From an optimization exercise on the open Yosys and OpenROAD flow, aimed at small area, a short achievable clock period and few clock cycles; shortcuts taken in it are not production practice.
At most, simulation tests tie the RTL to the original design; equivalence was not proved.
No activity file was given, so power comes from the tool's default toggle rates.

Design stepper_halfstep_controller_unit, start of the top module:
module stepper_halfstep_controller_unit (
   input  logic        clock,
   input  logic        reset,
   input  logic        req_valid,
   output logic        req_ready,
   input  logic [2:0]  req_command,
   input  logic        req_motor,
   input  logic [31:0] req_step_count,
   input  logic [1:0]  req_switches_0,
   input  logic [1:0]  req_switches_1,
   output logic        rsp_valid,
   input  logic        rsp_ready,
   output logic [3:0]  rsp_coils_0,
   output logic [3:0]  rsp_coils_1,
   output logic [1:0]  rsp_status,
   output logic [31:0] rsp_position,
   output logic [31:0] rsp_steps_remaining,
   output logic [2:0]  rsp_motor_mode,
   output logic [1:0]  rsp_direction,
   output logic [15:0] rsp_current_period,
   input  logic        csr_we,
   input  logic [1:0]  csr_index,
   input  logic [15:0] csr_wdata
);
clock: 11.5 ns
lec_check: 0
cap_margin: 20
core_margin: 2
core_utilization: 40
slew_margin: 20
standard.sh (not shown) runs the stock make flow with config.mk's settings and CLKGATE_MAP_FILE= SYNTH_SCRIPT=/design/flow/synth_recipe.tcl, a recipe that flattens the netlist after the stock synthesis.
==> flow/flow/run.sh <==
#!/bin/bash
# The standard layout, with a tighter setup-repair target than the
# clock period (the SDC is unchanged) and plain buffers on the ports.
export SETUP_SLACK_MARGIN=7.4
export BUFFER_PORTS_ARGS="-buffer_cell sky130_fd_sc_hd__buf_2"
bash standard.sh > standard_run.log 2>&1
==> next run, changes <==
--- a/flow/design.v
+++ b/flow/design.v
@@ -298,13 +298,13 @@
          endcase
       end else begin
          load0_ff <= 1'b0; load1_ff <= 1'b0;
       end
    end
    logic        r_valid, s_valid, s_next, rdy_ff, v_ff, go, accept;
-   logic [3:0]  sel_ff, seln_ff;
+   logic        sel_ff, seln_ff, selv_ff, selvn_ff;
    logic [2:0]  r_cmd, s_cmd;
    logic        r_motor, s_motor;
    logic [31:0] r_count, s_count;
    logic [1:0]  r_sw0, r_sw1, s_sw0, s_sw1;
    logic        r_tick, r_mv0, r_mv1, stp0, stp1;
    logic [2:0]  in_cmd;
@@ -381,28 +381,28 @@
       .count(r_count), .n, .n_lt2, .n_le2, .sw(r_sw1), .tgt(tgt1_ff),
       .pull_neg(pulln_ff), .pull_zero(pulln_ff == 17'd0),
       .init_period, .init_on, .init_rm(spt[15:6]),
       .cfg_load(load1_ff),
       .mode(mode1), .dir(dir1), .steps_to_go(stg1), .pos(pos1), .period(per1),
       .coil(rsp_coils_1), .status(st1), .stopped_next(stp1));
-   logic [3:0] sel_en;
-   assign sel_en = {go || (!v_ff && !r_valid), go || (!v_ff && r_valid), go || !v_ff, go};
    always_ff @(posedge clock) begin
-      if (go) status_ff <= st0 | st1;
-      for (int i = 0; i < 4; i++)
-         if (sel_en[i]) begin
-            sel_ff[i] <= r_motor;
-            seln_ff[i] <= !r_motor;
-         end
+      if (go) begin
+         sel_ff <= r_motor;
+         seln_ff <= !r_motor;
+         status_ff <= st0 | st1;
+      end
+      if (go || !v_ff) begin
+         selv_ff <= r_motor;
+         selvn_ff <= !r_motor;
+      end
    end
-   assign rsp_valid  = v_ff;
-   assign rsp_status = status_ff;
-   assign rsp_position[31:16] = ({16{sel_ff[0]}} & pos1[31:16]) | ({16{seln_ff[0]}} & pos0[31:16]);
-   assign rsp_motor_mode      = ({3{sel_ff[0]}} & mode1) | ({3{seln_ff[0]}} & mode0);
-   assign rsp_direction       = ({2{sel_ff[0]}} & dir1) | ({2{seln_ff[0]}} & dir0);
-   assign rsp_position[15:0]  = ({16{sel_ff[1]}} & pos1[15:0]) | ({16{seln_ff[1]}} & pos0[15:0]);
-   assign rsp_current_period[15:11] = ({5{sel_ff[1]}} & per1[15:11]) | ({5{seln_ff[1]}} & per0[15:11]);
-   assign rsp_steps_remaining[31:16] = ({16{sel_ff[2]}} & stg1[31:16]) | ({16{seln_ff[2]}} & stg0[31:16]);
-   assign rsp_current_period[10:6] = ({5{sel_ff[2]}} & per1[10:6]) | ({5{seln_ff[2]}} & per0[10:6]);
-   assign rsp_steps_remaining[15:0] = ({16{sel_ff[3]}} & stg1[15:0]) | ({16{seln_ff[3]}} & stg0[15:0]);
-   assign rsp_current_period[5:0] = ({6{sel_ff[3]}} & per1[5:0]) | ({6{seln_ff[3]}} & per0[5:0]);
+   assign rsp_valid           = v_ff;
+   assign rsp_status          = status_ff;
+   assign rsp_position[31:16] = ({16{sel_ff}} & pos1[31:16]) | ({16{seln_ff}} & pos0[31:16]);
+   assign rsp_position[15:0]  = ({16{selv_ff}} & pos1[15:0]) | ({16{selvn_ff}} & pos0[15:0]);
+   assign rsp_steps_remaining[31:16] = ({16{selv_ff}} & stg1[31:16]) | ({16{selvn_ff}} & stg0[31:16]);
+   assign rsp_steps_remaining[15:0]  = ({16{sel_ff}} & stg1[15:0]) | ({16{seln_ff}} & stg0[15:0]);
+   assign rsp_motor_mode      = ({3{sel_ff}} & mode1) | ({3{seln_ff}} & mode0);
+   assign rsp_direction       = ({2{selv_ff}} & dir1) | ({2{selvn_ff}} & dir0);
+   assign rsp_current_period[15:8] = ({8{sel_ff}} & per1[15:8]) | ({8{seln_ff}} & per0[15:8]);
+   assign rsp_current_period[7:0]  = ({8{selv_ff}} & per1[7:0]) | ({8{selvn_ff}} & per0[7:0]);
 endmodule
The changed run finished clean.
Routed wire length decreases by 2.1%.
Power rose by 1.7%.
Final area came out lower by 1.0%.
Area after synthesis falls by 0.69%.
First-iteration DRC count rises by 8.5%.
Die area falls by 0.69%.
Sequential cell count goes down by 4.
Global-route usage rises by 0.13 points.
Hold slack hardly moves.
Worst setup slack is better by 0.14 ns.
Sequential share of layout area is about the same.
Clock-buffer cell count is higher by 8.
Utilization fell by 0.32 points.
Function was not checked in any run of this note: the RTL went through the layout flow alone.

## the previous run
Another version of the RTL of stepper_halfstep_controller_unit (not shown whole).
For scale: roughly 3500 cells after synthesis, roughly 160 I/O pins, roughly 30000 um2 of cells after synthesis.
==> flow/config.mk <==
export PLATFORM = sky130hd
export DESIGN_NAME = stepper_halfstep_controller_unit
export DESIGN_NICKNAME = stepper_halfstep_controller_unit
export VERILOG_FILES = /design/flow/design.v
export SDC_FILE = /design/flow/constraint.sdc
export NUM_CORES = 4
export LEC_CHECK = 0
export CAP_MARGIN = 20
export CORE_MARGIN = 2
export CORE_UTILIZATION = 40
export SLEW_MARGIN = 20
==> flow/constraint.sdc <==
create_clock -name core_clock -period 11.5 [get_ports {clock}]
set_input_delay 2.3000 -clock core_clock [delete_from_list [all_inputs] [get_ports {clock}]]
set_output_delay 2.3000 -clock core_clock [all_outputs]
set_load 0.01 [all_outputs]
Scripts as last shown in full above: flow/flow/run.sh
Setup changes, the previous run to the current run
-- flow/design.v --
<<< the previous run, line 86
   logic [31:0] stg_dec, pos_step, pd, pu;
   logic [2:0]  phase_step;
   assign is_tick  = command == CMD_TICK;
   assign moving   = dir != D_STOPPED;
>>> the current run, line 86
   logic [31:0] stg_dec, pos_step, pd, pu;
   logic [2:0]  phase_step;
   logic [17:0] ra, rb, rc, rs, rcy;
   logic [1:0]  rgp;
   assign is_tick  = command == CMD_TICK;
   assign moving   = dir != D_STOPPED;
<<< the previous run, line 93
   assign estep    = step && even;
   assign stopping = estep && (mode == M_STOP || mode == M_ZSTOP);
   logic [16:0] dec17;
   logic        re_ff;
   assign dec17    = {1'b0, period} + {7'h7F, ~rm};
   assign dec      = dec17[15:0];
   always_ff @(posedge clock) re_ff <= dec17[16] || dec < tgt;
   assign ramp_end = re_ff || period[15:1] == 15'd0;
   assign per_step = !ron ? period : ramp_end ? tgt : dec;
   assign pd       = pand(~steps_to_go);
>>> the current run, line 95
   assign estep    = step && even;
   assign stopping = estep && (mode == M_STOP || mode == M_ZSTOP);
   assign dec      = period + {6'h3F, ~rm};
   assign ra  = {2'b00, period};
   assign rb  = ~{8'd0, rm};
   assign rc  = ~{2'b00, tgt};
   assign rs  = ra ^ rb ^ rc;
   assign rcy = {(ra[16:0] & rb[16:0]) | (ra[16:0] & rc[16:0]) | (rb[16:0] & rc[16:0]), 1'b1};
   assign rgp = gp64({47'd0, rs[16:0] & rcy[16:0]}, {47'h7FFF_FFFF_FFFF, rs[16:0] ^ rcy[16:0]});
   assign ramp_end = rs[17] ^ rcy[17] ^ rgp[1];
   assign per_step = !ron ? period : ramp_end ? tgt : dec;
   assign pd       = pand(~steps_to_go);
<<< the previous run, line 290
      end
   end
   logic        r_valid, s_valid, s_next, rdy_ff, v_ff, go, accept;
   logic        sel_ff, seln_ff, selv_ff, selvn_ff;
   logic [2:0]  r_cmd, s_cmd;
   logic        r_motor, s_motor;
>>> the current run, line 294
      end
   end
   logic        r_valid, s_valid, s_next, rdy_ff, v_ff, sel_ff, seln_ff, go, accept;
   logic [2:0]  r_cmd, s_cmd;
   logic        r_motor, s_motor;
<<< the previous run, line 370
         status_ff <= st0 | st1;
      end
      if (go || !v_ff) begin
         selv_ff <= r_motor;
         selvn_ff <= !r_motor;
      end
   end
   assign rsp_valid           = v_ff;
   assign rsp_status          = status_ff;
   assign rsp_position[31:16] = sel_ff ? pos1[31:16] : pos0[31:16];
   assign rsp_position[15:0]  = selv_ff ? pos1[15:0] : pos0[15:0];
   assign rsp_steps_remaining[31:16] = seln_ff ? stg0[31:16] : stg1[31:16];
   assign rsp_steps_remaining[15:0]  = selvn_ff ? stg0[15:0] : stg1[15:0];
   assign rsp_motor_mode      = sel_ff ? mode1 : mode0;
   assign rsp_direction       = selv_ff ? dir1 : dir0;
   assign rsp_current_period[15:8] = seln_ff ? per0[15:8] : per1[15:8];
   assign rsp_current_period[7:0]  = selvn_ff ? per0[7:0] : per1[7:0];
endmodule
>>> the current run, line 373
         status_ff <= st0 | st1;
      end
   end
   assign rsp_valid           = v_ff;
   assign rsp_status          = status_ff;
   assign rsp_position        = sel_ff ? pos1 : pos0;
   assign rsp_steps_remaining[31:16] = sel_ff ? stg1[31:16] : stg0[31:16];
   assign rsp_steps_remaining[15:0]  = seln_ff ? stg0[15:0] : stg1[15:0];
   assign rsp_motor_mode      = seln_ff ? mode0 : mode1;
   assign rsp_direction       = seln_ff ? dir0 : dir1;
   assign rsp_current_period  = seln_ff ? per0 : per1;
endmodule
Delta (the current run minus the previous run): final area +about 0.4%; post-route met1 wirelength +about 0.5%. The synthesized-area fraction occupied by adder cells number comes out lower for the previous run vs the current run. The current run vs. the previous run: final wirelength -about 0.32%; floorplan die area +1.5%.
Testbench counts of the current run, summed over its fixed seeds: cycles 24,016.
No functional check of the RTL was part of the previous run.

Setup of job 101:
Another version of the RTL of stepper_halfstep_controller_unit (not shown whole).
Size: roughly 3600 cells after synthesis, about 160 I/O pins, about 30000 um2 of cells after synthesis.
Design stepper_halfstep_controller_unit, start of the top module:
module stepper_halfstep_controller_unit (
   input  logic        clock,
   input  logic        reset,
   input  logic        req_valid,
   output logic        req_ready,
   input  logic [2:0]  req_command,
   input  logic        req_motor,
   input  logic [31:0] req_step_count,
   input  logic [1:0]  req_switches_0,
   input  logic [1:0]  req_switches_1,
   output logic        rsp_valid,
   input  logic        rsp_ready,
   output logic [3:0]  rsp_coils_0,
   output logic [3:0]  rsp_coils_1,
   output logic [1:0]  rsp_status,
   output logic [31:0] rsp_position,
   output logic [31:0] rsp_steps_remaining,
   output logic [2:0]  rsp_motor_mode,
   output logic [1:0]  rsp_direction,
   output logic [15:0] rsp_current_period,
   input  logic        csr_we,
   input  logic [1:0]  csr_index,
   input  logic [15:0] csr_wdata
);
   localparam logic [1:0] REG_TARGET_0 = 2'd0;
   localparam logic [1:0] REG_TARGET_1 = 2'd1;
   localparam logic [1:0] REG_START    = 2'd2;
   logic [15:0] tgt0_ff, tgt1_ff, start_ff, wdata_nz;
   logic [16:0] pulln_ff;
   logic        load0_ff, load1_ff;
   assign wdata_nz = (csr_wdata == 16'd0) ? 16'd1 : csr_wdata;
   always_ff @(posedge clock) begin
      if (reset) begin
         tgt0_ff <= 16'd1000; tgt1_ff <= 16'd1000;
         start_ff <= 16'd2000; pulln_ff <= -17'sd100;
         load0_ff <= 1'b0; load1_ff <= 1'b0;
      end else if (csr_we) begin
         load0_ff <= csr_index == REG_TARGET_0;
         load1_ff <= csr_index == REG_TARGET_1;
         case (csr_index)
            REG_TARGET_0: tgt0_ff <= wdata_nz;
            REG_TARGET_1: tgt1_ff <= wdata_nz;
            REG_START:    start_ff <= wdata_nz;
            default:      pulln_ff <= 17'd0 - {1'b0, csr_wdata};
         endcase
      end else begin
         load0_ff <= 1'b0; load1_ff <= 1'b0;
      end
   end
  ...
==> module stepper_halfstep_controller_unit, before the edit <==
module stepper_halfstep_controller_unit (
   input  logic        clock,
   input  logic        reset,
   input  logic        req_valid,
   output logic        req_ready,
   input  logic [2:0]  req_command,
   input  logic        req_motor,
   input  logic [31:0] req_step_count,
   input  logic [1:0]  req_switches_0,
   input  logic [1:0]  req_switches_1,
   output logic        rsp_valid,
   input  logic        rsp_ready,
   output logic [3:0]  rsp_coils_0,
   output logic [3:0]  rsp_coils_1,
   output logic [1:0]  rsp_status,
   output logic [31:0] rsp_position,
   output logic [31:0] rsp_steps_remaining,
   output logic [2:0]  rsp_motor_mode,
   output logic [1:0]  rsp_direction,
   output logic [15:0] rsp_current_period,
   input  logic        csr_we,
   input  logic [1:0]  csr_index,
   input  logic [15:0] csr_wdata
);
   localparam logic [1:0] REG_TARGET_0 = 2'd0;
   localparam logic [1:0] REG_TARGET_1 = 2'd1;
   localparam logic [1:0] REG_START    = 2'd2;
   logic [15:0] tgt0_ff, tgt1_ff, start_ff, wdata_nz;
   logic [16:0] pulln_ff;
   logic        load0_ff, load1_ff;
   assign wdata_nz = (csr_wdata == 16'd0) ? 16'd1 : csr_wdata;
   always_ff @(posedge clock) begin
      if (reset) begin
         tgt0_ff <= 16'd1000; tgt1_ff <= 16'd1000;
         start_ff <= 16'd2000; pulln_ff <= -17'sd100;
         load0_ff <= 1'b0; load1_ff <= 1'b0;
      end else if (csr_we) begin
         load0_ff <= csr_index == REG_TARGET_0;
         load1_ff <= csr_index == REG_TARGET_1;
         case (csr_index)
            REG_TARGET_0: tgt0_ff <= wdata_nz;
            REG_TARGET_1: tgt1_ff <= wdata_nz;
            REG_START:    start_ff <= wdata_nz;
            default:      pulln_ff <= 17'd0 - {1'b0, csr_wdata};
         endcase
      end else begin
         load0_ff <= 1'b0; load1_ff <= 1'b0;
      end
   end
   logic        r_valid, s_valid, s_next, rdy_ff, v_ff, go, accept;
   logic        sel_ff, seln_ff, selv_ff, selvn_ff;
   logic [2:0]  r_cmd, s_cmd;
   logic        r_motor, s_motor;
   logic [31:0] r_count, s_count;
   logic [1:0]  r_sw0, r_sw1, s_sw0, s_sw1;
   logic        r_tick, r_mv0, r_mv1;
   logic [2:0]  in_cmd;
   logic        in_motor;
   assign in_cmd   = s_valid ? s_cmd : req_command;
   assign in_motor = s_valid ? s_motor : req_motor;
   logic [1:0]  status_ff;
   assign req_ready = rdy_ff;
   assign accept = req_valid && !s_valid;
   assign go = r_valid && (!v_ff || rsp_ready);
   assign s_next = (go || !r_valid) ? 1'b0 : (s_valid || accept);
   always_ff @(posedge clock) begin
      if (reset) begin
         r_valid <= 1'b0;
         s_valid <= 1'b0;
         rdy_ff <= 1'b1;
         v_ff <= 1'b0;
      end else begin
         if (go || !r_valid) r_valid <= s_valid || accept;
         s_valid <= s_next;
         rdy_ff <= !s_next;
         if (go) v_ff <= 1'b1;
         else if (rsp_ready) v_ff <= 1'b0;
      end
      if (go || !r_valid) begin
         if (s_valid) begin
            r_cmd <= s_cmd; r_motor <= s_motor; r_count <= s_count;
            r_sw0 <= s_sw0; r_sw1 <= s_sw1;
         end else begin
            r_cmd <= req_command; r_motor <= req_motor; r_count <= req_step_count;
            r_sw0 <= req_switches_0; r_sw1 <= req_switches_1;
         end
         r_tick <= in_cmd == 3'd0;
         r_mv0 <= in_cmd == 3'd1 && !in_motor;
         r_mv1 <= in_cmd == 3'd1 && in_motor;
      end
      if (!s_valid) begin
         s_cmd <= req_command; s_motor <= req_motor; s_count <= req_step_count;
         s_sw0 <= req_switches_0; s_sw1 <= req_switches_1;
      end
   end
   logic [30:0] n;
   logic        n_lt2, n_le2, init_on;
   logic [31:0] cor;
   logic [15:0] tgt_sel, init_period;
   logic [16:0] spt;
   always_comb begin
      cor[0] = 1'b0;
      for (int i = 1; i < 32; i++) cor[i] = cor[i-1] | r_count[i-1];
   end
   assign n = (r_count[31] && !cor[31]) ? 31'h7FFF_FFFF :
              r_count[30:0] ^ ({31{r_count[31]}} & cor[30:0]);
   assign n_lt2 = r_count[31:1] == 31'd0 || r_count == 32'hFFFF_FFFF;
   assign n_le2 = r_count[31:2] == 30'd0 && r_count[1:0] != 2'd3 ||
                  r_count[31:1] == 31'h7FFF_FFFF;
   assign tgt_sel = r_motor ? tgt1_ff : tgt0_ff;
   assign spt = {1'b0, start_ff} - {1'b0, tgt_sel};
   assign init_on = !spt[16];
   assign init_period = spt[16] ? tgt_sel : start_ff;
   logic [2:0]  mode0, mode1;
   logic [1:0]  dir0, dir1, st0, st1;
   logic [31:0] stg0, stg1, pos0, pos1;
   logic [15:0] per0, per1;
   shc_motor u_m0 (
      .clock, .reset, .go, .command(r_cmd), .is_tick(r_tick), .move_sel(r_mv0), .selected(r_motor == 1'b0),
      .count(r_count), .n, .n_lt2, .n_le2, .sw(r_sw0), .tgt(tgt0_ff),
      .pull_neg(pulln_ff), .pull_zero(pulln_ff == 17'd0),
      .init_period, .init_on, .init_rm(spt[15:6]),
      .cfg_load(load0_ff),
      .mode(mode0), .dir(dir0), .steps_to_go(stg0), .pos(pos0), .period(per0),
      .coil(rsp_coils_0), .status(st0));
   shc_motor u_m1 (
      .clock, .reset, .go, .command(r_cmd), .is_tick(r_tick), .move_sel(r_mv1), .selected(r_motor == 1'b1),
      .count(r_count), .n, .n_lt2, .n_le2, .sw(r_sw1), .tgt(tgt1_ff),
      .pull_neg(pulln_ff), .pull_zero(pulln_ff == 17'd0),
      .init_period, .init_on, .init_rm(spt[15:6]),
      .cfg_load(load1_ff),
      .mode(mode1), .dir(dir1), .steps_to_go(stg1), .pos(pos1), .period(per1),
      .coil(rsp_coils_1), .status(st1));
   always_ff @(posedge clock) begin
      if (go) begin
         sel_ff <= r_motor;
         seln_ff <= !r_motor;
         status_ff <= st0 | st1;
      end
      if (go || !v_ff) begin
         selv_ff <= r_motor;
         selvn_ff <= !r_motor;
      end
   end
   assign rsp_valid           = v_ff;
   assign rsp_status          = status_ff;
   assign rsp_position[31:16] = sel_ff ? pos1[31:16] : pos0[31:16];
   assign rsp_position[15:0]  = selv_ff ? pos1[15:0] : pos0[15:0];
   assign rsp_steps_remaining[31:16] = seln_ff ? stg0[31:16] : stg1[31:16];
   assign rsp_steps_remaining[15:0]  = selvn_ff ? stg0[15:0] : stg1[15:0];
   assign rsp_motor_mode      = sel_ff ? mode1 : mode0;
   assign rsp_direction       = selv_ff ? dir1 : dir0;
   assign rsp_current_period[15:8] = seln_ff ? per0[15:8] : per1[15:8];
   assign rsp_current_period[7:0]  = selvn_ff ? per0[7:0] : per1[7:0];
endmodule
Settings: LEC_CHECK=0, CAP_MARGIN=20, CORE_MARGIN=2, CORE_UTILIZATION=40, SLEW_MARGIN=20; clock period 11.5 ns.
Scripts as last shown in full above: flow/flow/run.sh
Testbench counts of job 101, summed over its fixed seeds: cycles 24,016.
#### Input delta (job 102 over job 101)
diff --git a/flow/design.v b/flow/design.v
--- a/flow/design.v
+++ b/flow/design.v
@@ -396,12 +396,12 @@
    end
    assign rsp_valid           = v_ff;
    assign rsp_status          = status_ff;
-   assign rsp_position[31:16] = sel_ff ? pos1[31:16] : pos0[31:16];
-   assign rsp_position[15:0]  = selv_ff ? pos1[15:0] : pos0[15:0];
-   assign rsp_steps_remaining[31:16] = seln_ff ? stg0[31:16] : stg1[31:16];
-   assign rsp_steps_remaining[15:0]  = selvn_ff ? stg0[15:0] : stg1[15:0];
-   assign rsp_motor_mode      = sel_ff ? mode1 : mode0;
-   assign rsp_direction       = selv_ff ? dir1 : dir0;
-   assign rsp_current_period[15:8] = seln_ff ? per0[15:8] : per1[15:8];
-   assign rsp_current_period[7:0]  = selvn_ff ? per0[7:0] : per1[7:0];
+   assign rsp_position[31:16] = ({16{sel_ff}} & pos1[31:16]) | ({16{seln_ff}} & pos0[31:16]);
+   assign rsp_position[15:0]  = ({16{selv_ff}} & pos1[15:0]) | ({16{selvn_ff}} & pos0[15:0]);
+   assign rsp_steps_remaining[31:16] = ({16{selv_ff}} & stg1[31:16]) | ({16{selvn_ff}} & stg0[31:16]);
+   assign rsp_steps_remaining[15:0]  = ({16{sel_ff}} & stg1[15:0]) | ({16{seln_ff}} & stg0[15:0]);
+   assign rsp_motor_mode      = ({3{sel_ff}} & mode1) | ({3{seln_ff}} & mode0);
+   assign rsp_direction       = ({2{selv_ff}} & dir1) | ({2{selvn_ff}} & dir0);
+   assign rsp_current_period[15:8] = ({8{sel_ff}} & per1[15:8]) | ({8{seln_ff}} & per0[15:8]);
+   assign rsp_current_period[7:0]  = ({8{selv_ff}} & per1[7:0]) | ({8{selvn_ff}} & per0[7:0]);
 endmodule
### Flow results
Status: layout-stage area growth over the synthesis result parity (job 101, job 102)
Job 102 finished all stages; the layout is clean.
Proportion of cell area spent on the clock network essentially unchanged between job 102 and job 101.
In the tables for job 101 and job 102, switching share of total power reads lower with job 102.
The global-route track usage on met3 of job 102 exceeds that of job 101 by 0.36 points.
As of job 102, count of clock-buffer cells in the layout had fallen by a little under 10% compared to job 101.
Taking job 101 as the reference point, the final setup slack of the worst path of job 102 falls by 33 ps.
Via count delta (job 101 -> job 102): insignificant
Against job 101, highest achievable clock rate in job 102 fell slightly.
Dominant combinational cell family by area after synthesis: compound AO/OA/AOI/OAI gates -> job 102, simple AND/OR/NAND/NOR gates -> job 101
Die: job 102 smaller than job 101
Global-route wire length before repair: job 102 vs job 101, no meaningful difference
Testbench counts of job 102, summed over its fixed seeds: cycles 24,016.

-- static timing again, ports no longer ideal --
In the flow no input, the clock included, has a driving cell. The finished layouts below were timed again as built, in two steps. Step 1: set_driving_cell puts a clkbuf_16 on clock and a buf_2 on each other input, an assumption about the parent block. Step 2 times the ports against the registers' clock, not the clock port: input delays grow and output delays shrink by t, the midpoint of the rising clock arrivals with the driver on. a / b / c = ideal ports / drivers / drivers and shift; a / b = the first two.
run | t, ns | setup WS [ns] | clock arrival spread, ns | cell pins on the clock port's net
the first run of note 1 | 0.682 | 7.243 / 7.243 / 6.814 | 0.035 / 0.035 | 1
the second run of note 1 | 0.695 | 7.380 / 7.312 / 6.823 | 0.037 / 0.037 | 1
the previous run | 0.694 | 7.267 / 7.200 / 6.740 | 0.027 / 0.027 | 1
the current run | 0.677 | 7.264 / 7.198 / 6.836 | 0.050 / 0.051 | 1
job 101 | 0.696 | 7.401 / 7.334 / 6.838 | 0.051 / 0.051 | 1
job 102 | 0.691 | 7.368 / 7.303 / 6.880 | 0.051 / 0.051 | 1
After both steps setup and hold are still met in every run listed. The setup slack of job 101, which loses most, moves by -0.067 ns with the drivers and by -0.563 ns with both steps.
